What follows belongs to an exercise in optimizing a design on an open flow for small area; a production flow would make more cautious choices.
Function was checked by simulation only, so behaviour that the tests miss may differ from the original.
Power and IR drop assume default switching activity.

Design eth_commu, start of the top module:
module eth_commu
(
	input  logic        i_clk,
	input  logic        i_rst_n,
	input  logic [10:0] i_data_length,
	input  logic [7:0]  i_cur_byte,
	input  logic        i_trig_send,
	output logic        o_feed_next_byte,
	output logic        o_send_over,
	output logic [15:0] o_cmd,
	output logic [31:0] o_param,
	output logic        o_cmd_come,
	input  logic        i_cmd_finish,
	output logic        o_eth_txen,
	output logic [7:0]  o_eth_txd,
	input  logic        i_eth_rxdv,
	input  logic [7:0]  i_eth_rxd
);
==> flow/config.mk <==
export PLATFORM = sky130hd
export DESIGN_NAME = eth_commu
export DESIGN_NICKNAME = eth_commu
export VERILOG_FILES = /design/flow/design.v
export SDC_FILE = /design/flow/constraint.sdc
export NUM_CORES = 4
export LEC_CHECK = 0
export CAP_MARGIN = 20
export CORE_MARGIN = 2
export CORE_UTILIZATION = 40
export SLEW_MARGIN = 20
==> flow/constraint.sdc <==
create_clock -name core_clock -period 8.0 [get_ports {i_clk}]
set_input_delay 1.6000 -clock core_clock [delete_from_list [all_inputs] [get_ports {i_clk}]]
set_output_delay 1.6000 -clock core_clock [all_outputs]
set_load 0.01 [all_outputs]
standard.sh (not shown) runs the stock make flow with config.mk's settings and CLKGATE_MAP_FILE= SYNTH_SCRIPT=/design/flow/synth_recipe.tcl, a recipe that flattens the netlist after the stock synthesis.
==> flow/flow/run.sh <==
#!/bin/bash
# The standard ORFS layout with three changes:
#  - the combinational logic is mapped by an area-oriented ABC script
#    (the registers come out of the standard synthesis unchanged),
#  - the port buffers are buf_1 cells,
#  - CTS uses clkbuf_8 and inserts no dummy loads.
set -e
cp -r "$FLOW_HOME/scripts" scripts_abc
cp flow/abc_area.script scripts_abc/abc_area.script
export SCRIPTS_DIR="$PWD/scripts_abc"
export ABC_AREA=1
export BUFFER_PORTS_ARGS="-buffer_cell sky130_fd_sc_hd__buf_1"
export CTS_ARGS="-sink_clustering_enable -repair_clock_nets -dont_use_dummy_load -buf_list sky130_fd_sc_hd__clkbuf_8 -sink_clustering_size 20 -sink_clustering_max_diameter 60"
bash standard.sh finish > standard.log 2>&1
==> flow/flow/abc_area.script <==
strash
dch -f
amap
topo
==> next run, changes <==
--- a/flow/design.v
+++ b/flow/design.v
@@ -48,25 +48,25 @@
 	logic front_ok;
 	assign front_ok = (rx_st == 6'd7) ? (i_eth_rxd == 8'hD5) :
 		(i_eth_rxd == 8'h55);
 	assign rx_byte = i_eth_rxdv && (rx_st >= 6'd8) && (rx_st < RX_FULL);
 	always_comb
 	begin
 		rx_shift = 1'b0;
 		if (rx_byte)
 			case (rx_st)
 				6'd30, 6'd31, 6'd32, 6'd33, 6'd34,
 				6'd35, 6'd36, 6'd37, 6'd38, 6'd39:
 					rx_shift = 1'b1;
-				6'd50, 6'd51, 6'd52, 6'd53, 6'd54, 6'd55, 6'd56, 6'd57:
+				6'd50, 6'd51, 6'd54, 6'd55, 6'd56, 6'd57:
 					rx_shift = f_cmd;
 				default:
 					rx_shift = 1'b0;
 			endcase
 	end
 	always_ff @(posedge i_clk or negedge i_rst_n)
 	begin
 		if (!i_rst_n)
 			rx_st <= RX_IDLE;
 		else if (rx_st == RX_DONE)
 			rx_st <= RX_IDLE;
 		else if (!i_eth_rxdv)
@@ -104,49 +104,50 @@
 				end
 				6'd21:
 				begin
 					f_arp <= f_arp && (i_eth_rxd == 8'h06);
 					f_cmd <= f_cmd && (i_eth_rxd == 8'h00);
 				end
 				6'd28: f_arp <= f_arp && (i_eth_rxd == 8'h00);
 				6'd29: f_arp <= f_arp && (i_eth_rxd == 8'h01);
 				6'd46: f_arp <= f_arp && (i_eth_rxd == 8'hC0);
 				6'd47: f_arp <= f_arp && (i_eth_rxd == 8'hA8);
 				6'd48: f_arp <= f_arp && (i_eth_rxd == 8'h01);
 				6'd49: f_arp <= f_arp && (i_eth_rxd == 8'h04);
-				6'd52, 6'd53: f_cmd <= f_cmd && (i_eth_rxd == ~rx_sr[15:8]);
+				6'd52: f_cmd <= f_cmd && (i_eth_rxd == ~rx_sr[15:8]);
+				6'd53: f_cmd <= f_cmd && (i_eth_rxd == ~rx_sr[7:0]);
 				default: ;
 			endcase
 		if (arp_req)
 			arp_peer <= rx_sr;
 	end
 	always_ff @(posedge i_clk or negedge i_rst_n)
 	begin
 		if (!i_rst_n)
 		begin
 			rx_cls <= 1'b0;
 			arp_req <= 1'b0;
 			o_cmd <= '0;
 			o_param <= '0;
 			o_cmd_come <= 1'b0;
 		end
 		else
 		begin
 			rx_cls <= (rx_st == RX_DONE);
 			arp_req <= rx_cls && f_arp;
 			if (o_cmd_come && i_cmd_finish)
 				o_cmd_come <= 1'b0;
 			if (rx_cls && f_cmd && !o_cmd_come)
 			begin
-				o_cmd <= rx_sr[63:48];
+				o_cmd <= rx_sr[47:32];
 				o_param <= rx_sr[31:0];
 				o_cmd_come <= 1'b1;
 			end
 		end
 	end
 	localparam logic [6:0] TX_IDLE = 7'd1;
 	localparam logic [6:0] TX_START = 7'd55;
 	localparam logic [6:0] TX_HOLD = 7'd123;
 	localparam logic [6:0] TX_PAY = 7'd106;
 	logic [6:0] tx_st;
 	logic trig_d;
 	logic send_pend;
=> The new run completed without violations; wire length climbs by about 1.2%; clock-buffer cell count is unchanged; synthesized cell count barely changes; worst setup slack degrades by 0.12 ns; final cell count climbs by about 0.3%; sequential share of layout area hardly moves; fmax drops by 1.7%; synthesized area hardly moves; die area hardly moves; power climbs by about 0.33%; global-route usage hardly moves; combinational power is about the same; utilization drops by 0.77 points; design area barely changes.

[port drivers added, routing unchanged]
The flow's constraints put no driver on any port. The routed layouts listed below were extracted and timed again, unchanged, in two steps. Step 1 assumes that a clkbuf_16 drives the clock port and a buf_2 every other input. Step 2, shift: input delay + t, output delay - t, t = (earliest + latest rising clock arrival at the registers) / 2. This alone moves slack from input paths to output paths. a / b / c = ideal ports / drivers / drivers and shift; a / b = the first two.
run | t, ns | setup WS [ns] | worst setup path after step 2 | worst data-port slew with drivers (ns) | cell pins on the clock port's net
the first run | 0.615 | 1.338 / 1.333 / 1.338 | register to register | 0.04 | 1
the second run | 0.624 | 1.221 / 1.221 / 1.221 | register to register | 0.04 | 1
After both steps every run listed still meets setup and hold.
